What follows belongs to an exercise in optimizing a design on an open flow for small area; a production flow would make more cautious choices. In this exercise RTL edits were held to simulation tests only and were not proved equivalent to the original. No activity file was given, so power comes from the tool's default toggle rates.

`flow/config.mk`:
```
export PLATFORM = sky130hd
export DESIGN_NAME = packet_filter_fifo
export DESIGN_NICKNAME = packet_filter_fifo
export VERILOG_FILES = /design/flow/design.v
export SDC_FILE = /design/flow/constraint.sdc
export NUM_CORES = 4
export LEC_CHECK = 0
export CAP_MARGIN = 10
export CORE_MARGIN = 2
export CORE_UTILIZATION = 65
export SLEW_MARGIN = 10
```
`flow/constraint.sdc`:
```
create_clock -name core_clock -period 6.0 [get_ports {clk_host}]
set_input_delay 1.2000 -clock core_clock [delete_from_list [all_inputs] [get_ports {clk_host}]]
set_output_delay 1.2000 -clock core_clock [all_outputs]
set_load 0.01 [all_outputs]
```
`flow/design.v`:
```
module packet_filter_fifo #(
  parameter int WIDTH_DATA_BYTES  = 8,
  parameter int WIDTH_HDR_A_BYTES = 6,
  parameter int WIDTH_HDR_B_BYTES = 4,
  parameter int FIFO_DEPTH        = 16,
  parameter int MAX_PKT_BEATS     = 8
) (
  input  logic                               clk_host,
  input  logic                               rst_n,
  input  logic                               in_valid,
  input  logic                               in_sop,
  input  logic                               in_eop,
  input  logic [WIDTH_DATA_BYTES-1:0]        in_byteen,
  input  logic [WIDTH_DATA_BYTES*8-1:0]      in_data,
  input  logic [WIDTH_HDR_A_BYTES*8-1:0]     in_headerA,
  input  logic [WIDTH_HDR_B_BYTES*8-1:0]     in_headerB,
  output logic                               out_valid,
  input  logic                               out_ready,
  output logic                               out_sop,
  output logic                               out_eop,
  output logic [WIDTH_DATA_BYTES-1:0]        out_byteen,
  output logic [WIDTH_DATA_BYTES*8-1:0]      out_data,
  output logic [WIDTH_HDR_B_BYTES*8-1:0]     out_headerB,
  input  logic                               cfg_match_en,
  input  logic [WIDTH_HDR_A_BYTES*8-1:0]     cfg_match_addr,
  output logic [$clog2(FIFO_DEPTH):0]        fifo_level,
  output logic [15:0]                        cnt_accepted,
  output logic [15:0]                        cnt_drop_filter,
  output logic [15:0]                        cnt_drop_full,
  output logic [15:0]                        cnt_truncated
);
  localparam int AW = $clog2(FIFO_DEPTH);
  localparam int LW = AW + 1;
  localparam int CW = $clog2(MAX_PKT_BEATS);
  localparam int DW = WIDTH_DATA_BYTES * 9 + WIDTH_HDR_B_BYTES * 8;   
  logic            acc, pend, head_sop;
  logic [CW-1:0]   beat_cnt;
  logic [LW-1:0]   level;
  logic [DW-1:0]   mem [0:FIFO_DEPTH-1];
  logic [FIFO_DEPTH-1:0] mem_eop;
  logic [DW-1:0]   head;
  logic sop_in, filt_rej, space_rej, admit, beat_in;
  logic take, take_eop, trunc_max, flush_early, pop;
  assign fifo_level = level;
  assign out_valid  = (level[LW-1:1] != '0) || (level[0] && !(acc || pend));
  always_comb begin
    sop_in      = in_valid && in_sop;
    beat_in     = acc && in_valid && !in_sop;
    filt_rej    = cfg_match_en && (in_headerA != cfg_match_addr) && (in_headerA != '1);
    space_rej   = level > LW'(FIFO_DEPTH - MAX_PKT_BEATS);
    admit       = sop_in && !filt_rej && !space_rej;
    trunc_max   = beat_in && !in_eop && (beat_cnt == CW'(MAX_PKT_BEATS - 1));
    take        = admit || beat_in;
    take_eop    = in_eop || trunc_max;
    flush_early = acc && sop_in;
    pop         = out_valid && out_ready;
  end
  function automatic logic [15:0] sat_inc(input logic [15:0] v, input logic en);
    sat_inc = (en && v != 16'hFFFF) ? v + 16'd1 : v;
  endfunction
  always_ff @(posedge clk_host or negedge rst_n) begin
    if (!rst_n) begin
      acc             <= 1'b0;
      pend            <= 1'b0;
      head_sop        <= 1'b1;
      beat_cnt        <= '0;
      level           <= '0;
      cnt_accepted    <= '0;
      cnt_drop_filter <= '0;
      cnt_drop_full   <= '0;
      cnt_truncated   <= '0;
    end else begin
      if (take) begin
        acc  <= !take_eop;
        pend <= take_eop;
      end else begin
        if (in_valid) acc <= 1'b0;
        pend <= 1'b0;
      end
      if (admit)     beat_cnt <= CW'(1);
      else if (take) beat_cnt <= beat_cnt + 1'b1;
      level <= level + LW'(take) - LW'(pop);
      if (pop) head_sop <= out_eop;
      cnt_accepted    <= sat_inc(cnt_accepted, admit);
      cnt_drop_filter <= sat_inc(cnt_drop_filter, sop_in && filt_rej);
      cnt_drop_full   <= sat_inc(cnt_drop_full, sop_in && !filt_rej && space_rej);
      cnt_truncated   <= sat_inc(cnt_truncated, trunc_max || flush_early);
    end
  end
  always_ff @(posedge clk_host) begin
    if (take) begin
      mem[0]     <= {in_byteen, in_data, in_headerB};
      mem_eop    <= {mem_eop[FIFO_DEPTH-2:1], mem_eop[0] || flush_early, take_eop};
      for (int i = 1; i < FIFO_DEPTH; i++) mem[i] <= mem[i-1];
    end else if (flush_early) begin
      mem_eop[0] <= 1'b1;
    end
  end
  always_comb begin
    head    = '0;
    out_eop = 1'b0;
    for (int i = 0; i < FIFO_DEPTH; i++)
      if (level == LW'(i + 1)) begin
        head    = head | mem[i];
        out_eop = out_eop | mem_eop[i];
      end
  end
  assign out_sop     = head_sop;
  assign out_byteen  = head[DW-1 -: WIDTH_DATA_BYTES];
  assign out_data    = head[WIDTH_HDR_B_BYTES*8 +: WIDTH_DATA_BYTES*8];
  assign out_headerB = head[WIDTH_HDR_B_BYTES*8-1:0];
endmodule
```
`flow/flow/run.sh`:
```
#!/bin/bash
set -euo pipefail
bash standard.sh \
  BUFFER_PORTS_ARGS="-buffer_cell sky130_fd_sc_hd__buf_1" \
  CTS_ARGS="-sink_clustering_enable -repair_clock_nets -dont_use_dummy_load -buf_list sky130_fd_sc_hd__clkbuf_4 -sink_clustering_size 10 -sink_clustering_max_diameter 40" \
  finish > make_finish.log 2>&1
```
`flow/standard.sh`:
```
#!/bin/bash
# synth_recipe.tcl (not shown) runs the flow's synth.tcl, then flattens the netlist and writes it again
# the make line also repeats each setting of config.mk as NAME=value (left out here)
make -C /OpenROAD-flow-scripts/flow DESIGN_CONFIG=/design/flow/config.mk WORK_HOME=/design/flow/orfs CLKGATE_MAP_FILE= SYNTH_SCRIPT=/design/flow/synth_recipe.tcl "${@:-finish}"
```
==> notes.md, run 1 <==
- Upper clock frequency limit: 182 MHz
- Relative contribution of combinational cells to total power: 0.210
- Number of warnings printed during yosys synthesis: 2
- Port buffer count: around 380
- Pin count of the biggest net entering global routing: around 220
- Total global routing overflow: 0
- Count of state elements after synthesis: 1755
- Wire length reported by the detailed router: 153000 um
- Detail Placement HPWL: between 80000 and 90000 um
- Crit path capture: out_data[4]
- Final setup violation count: 0
- Crit path required time: 4800 ps
- Prevailing post-synth register cell: sky130_fd_sc_hd__edfxtp_1
- Maximum clock insertion buffer count: 3
- # resized after CTS: 0
- Post-route setup TNS: 0 ps
- FP Rows: 114
- Peak supply drop: 0.235 mV
- Die X-Extent: 317 um
- Internal Pwr Total: 18.0 mW
- Number of flops mapped to enable cells by yosys: approximately 1.7k
- Worst path setup slack after routing: 520 ps
- Power share of the sequential group: 0.589
- Area of the die: ~0.10 mm2
- Source of the worst register-to-register timing path: level[2]
- Number of setup buffers added after CTS: 0
- R2r worst-path depth: 11
- All-layer global routing usage: 0.302
- Floorplan core area: 0.0969 mm2
- Launching element type of the critical path: register
- Critical setup path kind: reg -> out
- Post-cts hold buffer count: 0
- Tmin final: around 5500 ps
- Worst Path Max Fanout: 23
- Via density per instance: 7.13
- Final weighted congestion in routability-driven placement: 0.878
- Drt wl/cell: 30.4 um
- # Max-Cap Violations: 0
- Ordered cell list for the critical path: nand2b_1 > nor2_4 > buf_4 > a22o_1 > a221oi_1 > nand4_1 > buf_1
- Cell accounting for the most synthesized area: sky130_fd_sc_hd__edfxtp_1
- Number of cells produced by synthesis: approximately 3.3k
- Setup repair after global routing missed its margin: no
- Number of design rule violations left after detail routing: 0
- Clock net sink count: 1755
- Final clock period utilization by the worst path: 0.913
- Static Leakage: 21.4 nW
- Post-Route Skew: 87.7 ps
- Number of nets with antenna violations after detailed routing: 0
- Cells taking the most area after synthesis: sky130_fd_sc_hd__edfxtp_1 79%, sky130_fd_sc_hd__a22o_1 5.8%, sky130_fd_sc_hd__a221oi_1 5.8%
- Count of pins over their slew limit: 0
- Main combinational cell family by area after synthesis: compound AO/OA/AOI/OAI gates
- Cell with the biggest individual delay on the critical path: sky130_fd_sc_hd__nor2_4
- Clock transition time at the flip-flop clock pins of the worst setup and hold paths: 110 ps
- Switching share of total power: 0.306
- Pwr per Cell Area: about 380 mW/mm2
- Number of global-route vias before repair: 35.8k
- Final Power: 25.9 mW
- Height of the die: 317 um
- Sequential area share after synthesis: 0.821
- First DRT Iteration DRCs: 4519
- Count of TritonRoute iterations in the first routing pass: 6
- Fraction of post-synthesis cell area in the top cell type by area: 0.792
- Clock tree from TritonCTS: built
- Worst slew margin relative to its limit: 0.212
- Total CTS buffers: 209
- CP Capture Type: output port
- Xor/xnor cell area share of the yosys netlist: 0.0148
- Origin of the worst setup path: level[1]
- First-pass GRT wire length: 224000 um
- Async set-reset flop share out of synthesis: 0.0427
- Clock insertion delay at the later pin of the skew report: roughly 1200 ps
- Complex-gate fraction of the synthesized area: 0.118
- Post-Syn Area per Cell: 19.4 um2
- Destination of the worst register-to-register timing path: mem[1][39]
- Share of power burned in the clock network: 0.201
- Switching power of the nets: 7.93 mW
- Starting density of the core: 0.658
- Synthesized area: between 0.06 and 0.07 mm2
- Worst hold slack: 189 ps
- Initial antenna violation count: 6
- Slew of the pin with the lowest slew margin: 1180 ps
- Post-Place Worst Slack: 1150 ps
- Share of layout cells above drive strength 1: 0.0807
- Number of different library cells in the post-synthesis netlist: 47
- Layout filler cell count: 6063
- Vias post-DR: 35.9k
- Reg-to-reg slack, setup: 1940 ps
- Final Hold Vio Count: 0
- I/O pin count: 383
- Nets: between 3k and 4k
- H-tree levels: 4
- Run status: no timing/DRC/antenna violations
- CP peak stage delay: 790 ps
- Mapped Nets: about 3.5k
- Area added between synthesis and finish: 7.72%
- Clock root buffer: sky130_fd_sc_hd__clkbuf_4
- Simple-gate area share of the yosys netlist: 0.0293
- Area share of fa/ha/maj cells after synthesis: 0.00346
- Arrival time at the worst endpoint: 4280 ps
- Worst hold path class: in -> reg
- Multiplexer area fraction after synthesis: 0.00106
[power groups by stage]
stage | combinational (mW) | clock (mW) | sequential (mW)
4_1_cts | 5.44 | 5.36 | 15.3
3_3_place_gp | 5.33 | 0 | 15.5
6_report | 5.44 | 5.21 | 15.3
5_1_grt | 5.77 | 5.82 | 15.4
2_1_floorplan | 2.98 | 0 | 16.6
3_5_place_dp | 5.42 | 0 | 15.5
[logic make-up (layout without fill, tap and decap cells)]
group | after synthesis | count (layout)
DFF | 1755 | 1755
AOI/OAI and AO/OA | 859 | 859
adders and majority gates | 17 | 17
buffers and inverters | 207 | 666
other | 0 | 8
muxes | 6 | 6
and+or+nand+nor | 333 | 333
xor gates and xnor gates | 108 | 108
[per-stage QoR]
stage | util | instance area (um2) | cells
after floorplan | - | 63700 | 3285
after global placement | 0.692 | 67000 | 4811
after detailed placement | 0.692 | 67000 | 4811
after CTS | 0.708 | 68600 | 5020
after global routing | 0.708 | 68600 | 5028
final | 0.708 | 68600 | 5028
[cells in the final DEF, fill, tap and decap left out, types with 5 or more instances in the layout]
master	instances
sky130_fd_sc_hd__a221oi_1	420
sky130_fd_sc_hd__a22o_1	421
sky130_fd_sc_hd__and3_1	10
sky130_fd_sc_hd__and4_1	5
sky130_fd_sc_hd__buf_1	381
sky130_fd_sc_hd__buf_12	34
sky130_fd_sc_hd__buf_4	27
sky130_fd_sc_hd__clkbuf_4	210
sky130_fd_sc_hd__dfrtp_1	74
sky130_fd_sc_hd__diode_2	8
sky130_fd_sc_hd__edfxtp_1	1680
sky130_fd_sc_hd__ha_1	15
sky130_fd_sc_hd__inv_1	13
sky130_fd_sc_hd__mux2_2	5
sky130_fd_sc_hd__nand2_1	42
sky130_fd_sc_hd__nand2b_1	8
sky130_fd_sc_hd__nand3_1	26
sky130_fd_sc_hd__nand4_1	135
sky130_fd_sc_hd__nor2_1	24
sky130_fd_sc_hd__nor2_4	12
sky130_fd_sc_hd__nor3_1	24
sky130_fd_sc_hd__nor4_1	23
sky130_fd_sc_hd__or4_1	5
sky130_fd_sc_hd__xnor2_1	25
sky130_fd_sc_hd__xor2_1	83
[final cells by class]
class	instances	area (um2)	share of cell area
diodes	8	20.0	0.000292
well taps	1276	1600	0.0233
clock buffers	209	1570	0.0229
inverters	14	52.6	0.000766
multi-input cells	1323	10700	0.156
repair buffers	443	2320	0.0338
flip-flops and latches	1755	52300	0.763
[flip-flops by register name, indices dropped and copies added, names as in the netlist, 3 cells and up]
register	cells
mem	1664
cnt_accepted	16
cnt_drop_filter	16
cnt_drop_full	16
cnt_truncated	16
mem_eop	16
level	5
beat_cnt	3
[worst max-delay path, delay by kind of cell (launching register included)]
kind,cells,cell delay (ps)
and+or+nand+nor,3,1270
buffers and inverters,2,940
DFF,1,660
AOI/OAI and AO/OA,2,280
[routing by layer]
layer  GRT usage  wire (um)
met3      0.0721      16600
met5     0.00426         80
met1       0.443      60300
met4      0.0912       3890
met2       0.459      71900
[how the worst min path moves through the flow]
stage                         startpoint           end  slack, ps  depth (start not counted)
after floorplan              mem[9][102]  mem[10][102]        430                          0
after global placement         mem[6][9]     mem[7][9]        430                          0
after detailed placement      mem[14][0]    mem[15][0]        430                          0
after CTS                 in_headerB[23]    mem[0][23]         80                          1
after global routing      in_headerB[28]    mem[0][28]        110                          1
final                        in_data[32]    mem[0][64]        190                          1
[synth_stat cells (2+ instances only)]
| cell | count |
|---|---|
| sky130_fd_sc_hd__dfrtp_1 | 74 |
| sky130_fd_sc_hd__a31o_2 | 2 |
| sky130_fd_sc_hd__nor2_1 | 36 |
| sky130_fd_sc_hd__nor3b_1 | 2 |
| sky130_fd_sc_hd__nor3_1 | 27 |
| sky130_fd_sc_hd__a31oi_1 | 3 |
| sky130_fd_sc_hd__edfxtp_1 | 1680 |
| sky130_fd_sc_hd__a22o_1 | 421 |
| sky130_fd_sc_hd__and2_1 | 2 |
| sky130_fd_sc_hd__nand4_1 | 135 |
| sky130_fd_sc_hd__and4_1 | 5 |
| sky130_fd_sc_hd__a221oi_1 | 420 |
| sky130_fd_sc_hd__ha_1 | 16 |
| sky130_fd_sc_hd__or4_1 | 5 |
| sky130_fd_sc_hd__inv_1 | 14 |
| sky130_fd_sc_hd__or3_1 | 4 |
| sky130_fd_sc_hd__nand2b_1 | 8 |
| sky130_fd_sc_hd__o21bai_1 | 2 |
| sky130_fd_sc_hd__nand2_1 | 42 |
| sky130_fd_sc_hd__nor4_1 | 23 |
| sky130_fd_sc_hd__clkbuf_1 | 167 |
| sky130_fd_sc_hd__buf_1 | 24 |
| sky130_fd_sc_hd__xor2_1 | 83 |
| sky130_fd_sc_hd__nand3_1 | 26 |
| sky130_fd_sc_hd__xnor2_1 | 25 |
| sky130_fd_sc_hd__mux2_2 | 5 |
| sky130_fd_sc_hd__a21oi_1 | 4 |
| sky130_fd_sc_hd__nor4b_1 | 2 |
| sky130_fd_sc_hd__and3_1 | 10 |
==> run 2, diff against run 1 <==
==> flow/flow/run.sh (replaced) <==
#!/bin/bash
set -euo pipefail
bash standard.sh \
  BUFFER_PORTS_ARGS="-buffer_cell sky130_fd_sc_hd__buf_1" \
  CTS_ARGS="-sink_clustering_enable -repair_clock_nets -dont_use_dummy_load -buf_list sky130_fd_sc_hd__clkbuf_8 -sink_clustering_size 24 -sink_clustering_max_diameter 40" \
  finish > make_finish.log 2>&1
--- a/flow/config.mk
+++ b/flow/config.mk
@@ -5,7 +5,7 @@
 export SDC_FILE = /design/flow/constraint.sdc
 export NUM_CORES = 4
 export LEC_CHECK = 0
-export CAP_MARGIN = 10
+export CAP_MARGIN = 5
 export CORE_MARGIN = 2
-export CORE_UTILIZATION = 65
-export SLEW_MARGIN = 10
+export CORE_UTILIZATION = 55
+export SLEW_MARGIN = 5
==> notes.md, run 2 <==
- FP Rows: ~120
- Count of pins over their slew limit: 0
- Critical setup path kind: reg -> out
- # resized after CTS: 0
- Height of the die: 344 um
- Buffers plus inverters on the worst setup path: 2
- Cell family with most CP delay: simple AND/OR/NAND/NOR gates
- Mapped Nets: 3509
- Clock net sink count: between 1.5k and 2k
- Cell area after layout: 0.0700 mm2
- Fraction of post-synthesis cell area in the top cell type by area: 0.792
- Worst path setup slack after routing: roughly 900 ps
- Clock tree from TritonCTS: built
- First-pass GRT wire length: between 200000 and 250000 um
- Nets: 3957
- Peak supply drop: 0.256 mV
- Post-Syn Area per Cell: 19.4 um2
- Maximum clock insertion buffer count: 3
- All-layer global routing usage: 0.265
- Post-route setup TNS: 0 ps
- Clock insertion delay at the later pin of the skew report: 880 ps
- Prevailing post-synth register cell: sky130_fd_sc_hd__edfxtp_1
- Final weighted congestion in routability-driven placement: between 0.8 and 0.9
- Arrival time at the worst endpoint: 3910 ps
- Number of warnings printed during yosys synthesis: 2
- Area added between synthesis and finish: 9.81%
- Number of design rule violations left after detail routing: 0
- Most flop-heavy register: mem
- First DRT Iteration DRCs: 4264
- Final instance count without filler cells: 5245
- Clock root buffer: sky130_fd_sc_hd__clkbuf_8
- Drt wl/cell: around 30 um
- Area taken by flip-flops and latches: 0.0523 mm2
- Worst slew margin relative to its limit: 0.155
- Number of different library cells in the post-synthesis netlist: 47
- Ranking of synthesized cells by instance count: 1680 x sky130_fd_sc_hd__edfxtp_1, 421 x sky130_fd_sc_hd__a22o_1, 420 x sky130_fd_sc_hd__a221oi_1
- Final setup violation count: 0
- Finished Core Util: 0.610
- Reg-to-reg slack, setup: 1790 ps
- Run status: no timing/DRC/antenna violations
- Top library cells by usage in the layout, fill and taps aside: 1680 x sky130_fd_sc_hd__edfxtp_1, 421 x sky130_fd_sc_hd__a22o_1, 420 x sky130_fd_sc_hd__a221oi_1
- Cell count after placement: 5057
- Cell accounting for the most synthesized area: sky130_fd_sc_hd__edfxtp_1
- Area after detailed placement: 0.0674 mm2
- Cell with the biggest individual delay on the critical path: sky130_fd_sc_hd__nor2_4
- Count of TritonRoute iterations in the first routing pass: 6
- Wire length reported by the detailed router: 159000 um
- Launching element type of the critical path: register
- CP peak stage delay: just over 800 ps
- Worst hold slack: between 300 and 400 ps
- Ordered cell list for the critical path: nand2_1 > nor2_4 > buf_4 > a22o_1 > a221oi_1 > nand4_1 > buf_1
- Tmin final: 5110 ps
- Worst hold path class: reg -> reg
- Startpoint of the lowest-slack hold path: mem[11][10]
- Origin of the worst setup path: level[1]
- Number of flops mapped to enable cells by yosys: around 1.7k
- Detail Placement HPWL: 85100 um
- Port buffer count: about 380
- Count of state elements after synthesis: 1755
- Initial antenna violation count: 3
- H-tree levels: 4
- Cells taking the most area after synthesis: sky130_fd_sc_hd__edfxtp_1 79%, sky130_fd_sc_hd__a22o_1 5.8%, sky130_fd_sc_hd__a221oi_1 5.8%
- Post-cts hold buffer count: 0
- Total CTS buffers: around 190
- Pin count of the biggest net entering global routing: 210
- Share of layout cells above drive strength 1: 0.0777
- Number of global-route vias before repair: 36.3k
- Crit path required time: 4800 ps
- Total global routing overflow: 0
- Number of setup buffers added after CTS: 0
- Via density per instance: 6.78
- Post-Route Skew: 71.7 ps
- Final Power: between 20 and 30 mW
- Final Hold Vio Count: 0
- Starting density of the core: 0.556
- Worst Path Max Fanout: 23
- Most common cell after layout, fill and taps aside: sky130_fd_sc_hd__edfxtp_1
- Sequential area share after synthesis: 0.821
- Static Leakage: around 22 nW
- Upper clock frequency limit: between 150 and 200 MHz
- # Max-Cap Violations: 0
- Most frequent cell after synthesis: sky130_fd_sc_hd__edfxtp_1
- Largest register FFs: 1664
- Source of the worst register-to-register timing path: level[2]
- Slew of the pin with the lowest slew margin: 1270 ps
- Post-Place Worst Slack: ~1300 ps
- Layout filler cell count: 8306
- Number of nets with antenna violations after detailed routing: 0
- Floorplan core area: 0.115 mm2
- Pwr per Cell Area: 390 mW/mm2
- Setup repair after global routing missed its margin: no
- Footprint of the multi-input gates: 0.0107 mm2
- CP Capture Type: output port
- Die X-Extent: 344 um
- Number of cells produced by synthesis: 3285
- Final clock period utilization by the worst path: 0.852
- Area of the die: 0.119 mm2
- Synthesized area: 0.0637 mm2
- Vias post-DR: 35.6k
- Clock transition time at the flip-flop clock pins of the worst setup and hold paths: 100 ps
- Async set-reset flop share out of synthesis: 0.0427
- I/O pin count: between 300 and 400
==> run 2: worst reg2reg max path, stage by stage, from the launching register on <==
cell and delay (ps):
sky130_fd_sc_hd__dfrtp_1 420, sky130_fd_sc_hd__inv_1 150, sky130_fd_sc_hd__ha_1 160, sky130_fd_sc_hd__nand2b_1 230
sky130_fd_sc_hd__nor3_4 630, sky130_fd_sc_hd__o21ai_1 140, sky130_fd_sc_hd__buf_4 250, sky130_fd_sc_hd__o21ai_4 530
sky130_fd_sc_hd__buf_4 390, sky130_fd_sc_hd__buf_12 630
==> run 2: layout make-up <==
class | count | area share
multi-input cells | 1323 | 0.153
diodes | 2 | 0.0000715
inverters | 14 | 0.000751
flip-flops and latches | 1755 | 0.748
well taps | 1512 | 0.0270
clock buffers | 186 | 0.0366
repair buffers | 453 | 0.0341
==> run 2: path summary, 6_finish.rpt <==
check	end	cells after the start
min in group asynchronous	cnt_accepted[1]	1
max in group asynchronous	cnt_accepted[9]	1
max	out_data[40]	7
min reg2reg	mem[12][10]	0
max reg2reg	mem[3][67]	9
min	mem[12][10]	0
==> run 2: kinds of logic after synthesis <==
| family | count (synthesis) | share of synthesized area |
|---|---|---|
| and+or+nand+nor | 333 | 0.0293 |
| adders and majority gates | 17 | 0.00346 |
| muxes | 6 | 0.00106 |
| DFF | 1755 | 0.821 |
| buffers and inverters | 207 | 0.0123 |
| AOI/OAI and AO/OA | 859 | 0.118 |
| xor gates and xnor gates | 108 | 0.0148 |
==> run 2: per-layer routing <==
| layer | GRT usage | routed length [um] |
|---|---|---|
| met3 | 0.0524 | 13200 |
| met1 | 0.375 | 65000 |
| met4 | 0.0803 | 4190 |
| met2 | 0.420 | 76600 |
| met5 | 0 | 13 |
==> run 2: report_power, final <==
part	internal (mW)	total, mW	switching (mW)	leakage, nW
Sequential	14.7	15.3	0.569	16.2
Clock	2.74	6.50	3.76	1.34
Combinational	1.70	5.49	3.79	4.27
Total	19.1	27.3	8.12	21.8
==> run 3, diff against run 2 <==
--- a/flow/design.v
+++ b/flow/design.v
@@ -96,14 +96,21 @@
       mem_eop[0] <= 1'b1;
     end
   end
+  logic [FIFO_DEPTH-1:0] rsel;
+  logic [DW:0]           grp_n [0:(FIFO_DEPTH+2)/3-1];
   always_comb begin
-    head    = '0;
-    out_eop = 1'b0;
-    for (int i = 0; i < FIFO_DEPTH; i++)
-      if (level == LW'(i + 1)) begin
-        head    = head | mem[i];
-        out_eop = out_eop | mem_eop[i];
-      end
+    for (int i = 0; i < FIFO_DEPTH; i++) rsel[i] = (level == LW'(i + 1));
+    for (int g = 0; g < (FIFO_DEPTH + 2) / 3; g++) begin
+      grp_n[g] = '1;
+      for (int k = 3 * g; k < 3 * g + 3 && k < FIFO_DEPTH; k++)
+        grp_n[g] = grp_n[g] & ~({mem_eop[k], mem[k]} & {(DW+1){rsel[k]}});
+    end
+  end
+  always_comb begin
+    logic [DW:0] all_n;
+    all_n = '1;
+    for (int g = 0; g < (FIFO_DEPTH + 2) / 3; g++) all_n = all_n & grp_n[g];
+    {out_eop, head} = ~all_n;
   end
   assign out_sop     = head_sop;
   assign out_byteen  = head[DW-1 -: WIDTH_DATA_BYTES];
==> flow/flow/run.sh (replaced) <==
#!/bin/bash
set -euo pipefail
bash standard.sh \
  BUFFER_PORTS_ARGS="-buffer_cell sky130_fd_sc_hd__buf_1" \
  CTS_ARGS="-sink_clustering_enable -repair_clock_nets -dont_use_dummy_load -buf_list sky130_fd_sc_hd__clkbuf_4 -sink_clustering_size 10 -sink_clustering_max_diameter 40" \
  finish > make_finish.log 2>&1
--- a/flow/config.mk
+++ b/flow/config.mk
@@ -5,7 +5,7 @@
 export SDC_FILE = /design/flow/constraint.sdc
 export NUM_CORES = 4
 export LEC_CHECK = 0
-export CAP_MARGIN = 5
+export CAP_MARGIN = 10
 export CORE_MARGIN = 2
-export CORE_UTILIZATION = 55
-export SLEW_MARGIN = 5
+export CORE_UTILIZATION = 65
+export SLEW_MARGIN = 10
==> notes.md, run 3 <==
- Area added between synthesis and finish: 7.62%
- Setup repair after global routing missed its margin: no
- Die X-Extent: 317 um
- Critical setup path kind: reg -> out
- Area share of fa/ha/maj cells after synthesis: 0.00366
- R2r worst-path depth: 9
- Detail Placement HPWL: 82600 um
- Count of TritonRoute iterations in the first routing pass: 8
- Upper clock frequency limit: 188 MHz
- Cell family with most CP delay: simple AND/OR/NAND/NOR gates
- Source of the worst register-to-register timing path: level[2]
- Pin count of the biggest net entering global routing: 214
- Clock root buffer: sky130_fd_sc_hd__clkbuf_4
- Simple-gate area share of the yosys netlist: 0.0262
- Floorplan core area: 0.0967 mm2
- Post-Syn Area per Cell: 19.6 um2
- Internal Pwr Total: between 15 and 20 mW
- Via density per instance: 7.08
- Cells taking the most area after synthesis: sky130_fd_sc_hd__edfxtp_1 79%, sky130_fd_sc_hd__a221oi_1 5.8%, sky130_fd_sc_hd__a22o_1 5.8%
- Synthesized area: between 0.06 and 0.07 mm2
- Number of nets with antenna violations after detailed routing: 0
- Final weighted congestion in routability-driven placement: 0.890
- FP Rows: 114
- Async set-reset flop share out of synthesis: 0.0427
- First-pass GRT wire length: 224000 um
- Nets: around 3.9k
- CP peak stage delay: 800 ps
- Prevailing post-synth register cell: sky130_fd_sc_hd__edfxtp_1
- Power share of the sequential group: 0.595
- Peak supply drop: 0.258 mV
- Area of the die: approximately 0.10 mm2
- Most frequent cell after synthesis: sky130_fd_sc_hd__edfxtp_1
- Vias post-DR: 35.4k
- Share of power burned in the clock network: 0.195
- First DRT Iteration DRCs: 4455
- Sequential area share after synthesis: 0.824
- Relative contribution of combinational cells to total power: 0.210
- Worst hold path class: in -> reg
- Cell count of the worst hold path: 1
- Run status: no timing/DRC/antenna violations
- Complex-gate fraction of the synthesized area: 0.118
- Total global routing overflow: 0
- Hold Path Sink: mem[0][37]
- Number of global-route vias before repair: 35.5k
- Post-cts hold buffer count: 0
- Share of layout cells above drive strength 1: 0.0806
- Area taken by flip-flops and latches: 0.0523 mm2
- Switching share of total power: 0.309
- Initial antenna violation count: 6
- Startpoint of the lowest-slack hold path: in_data[5]
- Tmin final: ~5300 ps
- Count of pins over their slew limit: 0
- Crit path required time: 4800 ps
- Ranking of synthesized cells by instance count: 1680 x sky130_fd_sc_hd__edfxtp_1, 421 x sky130_fd_sc_hd__a221oi_1, 420 x sky130_fd_sc_hd__a22o_1
- Top library cells by usage in the layout, fill and taps aside: 1680 x sky130_fd_sc_hd__edfxtp_1, 421 x sky130_fd_sc_hd__a221oi_1, 420 x sky130_fd_sc_hd__a22o_1
- Final Hold Vio Count: 0
- Post-route setup TNS: 0 ps
- Clock transition time at the flip-flop clock pins of the worst setup and hold paths: 100 ps
- Clock net sink count: 1755
- Starting density of the core: 0.657
- Number of setup buffers added after CTS: 0
- Reg-to-reg slack, setup: roughly 2100 ps
- Launching element type of the critical path: register
- I/O pin count: 383
- Height of the die: 317 um
- # resized after CTS: 0
- Finished Core Util: 0.707
- Clock tree from TritonCTS: built
- Arrival time at the worst endpoint: 4110 ps
- Largest register FFs: 1664
- Switching power of the nets: ~8.2 mW
- Pwr per Cell Area: 390 mW/mm2
- Fraction of post-synthesis cell area in the top cell type by area: 0.794
- Post-Route Skew: 68.7 ps
- Number of flops mapped to enable cells by yosys: 1680
- Worst Path Max Fanout: 23
- Most flop-heavy register: mem
- Number of warnings printed during yosys synthesis: 3
- Most common cell after layout, fill and taps aside: sky130_fd_sc_hd__edfxtp_1
- H-tree levels: 4
- Ordered cell list for the critical path: nand2b_1 > nor2_4 > buf_4 > a22o_1 > a221oi_1 > nand4_1 > buf_1
- Static Leakage: 21.2 nW
- CP Capture Type: output port
- Worst slew margin relative to its limit: 0.168
- Number of design rule violations left after detail routing: 0
- Number of cells produced by synthesis: ~3.2k
- Mapped Nets: 3470
- Multiplexer area fraction after synthesis: 0.000887
- Cell with the biggest individual delay on the critical path: sky130_fd_sc_hd__nor2_4
- Buffers plus inverters on the worst setup path: 2
- Number of different library cells in the post-synthesis netlist: 40
- Xor/xnor cell area share of the yosys netlist: 0.0153
- Final clock period utilization by the worst path: 0.885
- Slew of the pin with the lowest slew margin: 1250 ps
- Layout filler cell count: 6110
- Total CTS buffers: slightly above 200
- Cell accounting for the most synthesized area: sky130_fd_sc_hd__edfxtp_1
- Port buffer count: 382
- Wire length reported by the detailed router: roughly 150000 um
- Count of state elements after synthesis: between 1.5k and 2k
- Maximum clock insertion buffer count: 3
- All-layer global routing usage: 0.304
- Drt wl/cell: 30.6 um
- Destination of the worst register-to-register timing path: mem[12][71]
- Clock insertion delay at the later pin of the skew report: 1180 ps
- Main combinational cell family by area after synthesis: compound AO/OA/AOI/OAI gates
- Final setup violation count: 0
- # Max-Cap Violations: 0
- Footprint of the multi-input gates: 0.0106 mm2
-- run 3: changes by cell type in the layout (fill, tap and decap cells not counted), moves of 9 or more --
| cell | before | now |
|---|---|---|
| sky130_fd_sc_hd__clkbuf_4 | 1 | 208 |
| sky130_fd_sc_hd__xor2_1 | 83 | 23 |
| sky130_fd_sc_hd__diode_2 | 2 | 11 |
| sky130_fd_sc_hd__nand4_1 | 135 | 144 |
| sky130_fd_sc_hd__nor3_1 | 24 | 13 |
| sky130_fd_sc_hd__xnor2_1 | 25 | 86 |
| sky130_fd_sc_hd__nor4_1 | 23 | 7 |
| sky130_fd_sc_hd__clkbuf_8 | 186 | 0 |
-- run 3: cell type report --
class,count,area share
Antenna cell,11,0.000403
Clock buffer,207,0.0227
Inverter,15,0.000824
Multi-Input combinational cell,1291,0.155
Sequential cell,1755,0.766
Tap cell,1276,0.0234
Timing Repair Buffer,441,0.0321
-- run 3: cell families (layout without fill, tap and decap cells) --
logic type               count (synthesis)  count (layout)
flip-flops                            1755            1755
AO/OA/AOI/OAI                          862             862
other                                    0              11
AND/OR/NAND/NOR                        296             296
multiplexers                             5               5
adder cells (fa/ha/maj)                 18              18
XOR/XNOR                               110             110
buffers and inverters                  199             663
-- run 3: per-layer routing --
metal  wire length (um)  track usage  part of all wire
met1              59400        0.434              0.39
met2              72400        0.465              0.47
met3              16300       0.0774              0.11
met4               4750        0.106             0.031
met5                 26            0           0.00017
-- run 3: power by group through the flow --
stage	registers (mW)	logic (mW)	clock network [mW]
global placement	16.0	5.51	0
finish	15.9	5.61	5.19
global route	16.0	5.98	5.78
CTS	15.8	5.62	5.33
detailed placement	16.1	5.61	0
floorplan	17.5	3.13	0
-- run 3: worst max-delay path by stage --
stage / slack (ps) / endpoint / startpoint / cells after the start
6_report: 690 / out_byteen[6] / level[0] / 7
5_1_grt: 480 / out_byteen[6] / level[0] / 7
4_1_cts: 570 / out_byteen[6] / level[0] / 7
3_5_place_dp: 1100 / mem[0][59] / in_headerA[30] / 9
3_3_place_gp: 1100 / mem[0][64] / in_headerA[30] / 9
2_1_floorplan: -24780 / acc / in_valid / 3
-- run 3: stage by stage --
step	setup WS, ps	std cells	hold WS, ps	power [mW]	cell area [um2]
finish	690	4996	192	26.7	68300
global route	480	4994	94.8	27.7	68300
CTS	568	4985	73.1	26.8	68300
detailed placement	1100	4778	432	21.7	66800
global placement	1100	4778	429	21.5	66800
floorplan	-24780	3245	426	20.6	63500

re-timing with driven ports:
In the flow no input, the clock included, has a driving cell. The finished layouts below were timed again as built, in two steps.
Step 1, drivers: a clkbuf_16 drives clk_host and a buf_2 each remaining input, both assumed.
Step 2 adds t to the input delays and takes it off the output delays; t is the mean of the earliest and latest rising clock arrival at the registers after step 1. Input paths then give back, and output paths get back, about the clock's delay inside the block.
a / b / c = ideal / step 1 / step 2; a / b = the first two.
run | t, ns | slack for setup (ns) | worst register clock-pin slew, ns
run 1 | 1.194 | 0.520 / 0.455 / 1.097 | 0.11 / 0.11
run 2 | 0.913 | 0.888 / 0.817 / 1.192 | 0.10 / 0.10
run 3 | 1.212 | 0.690 / 0.625 / 0.953 | 0.11 / 0.11
After both steps setup and hold are still met in every run listed.
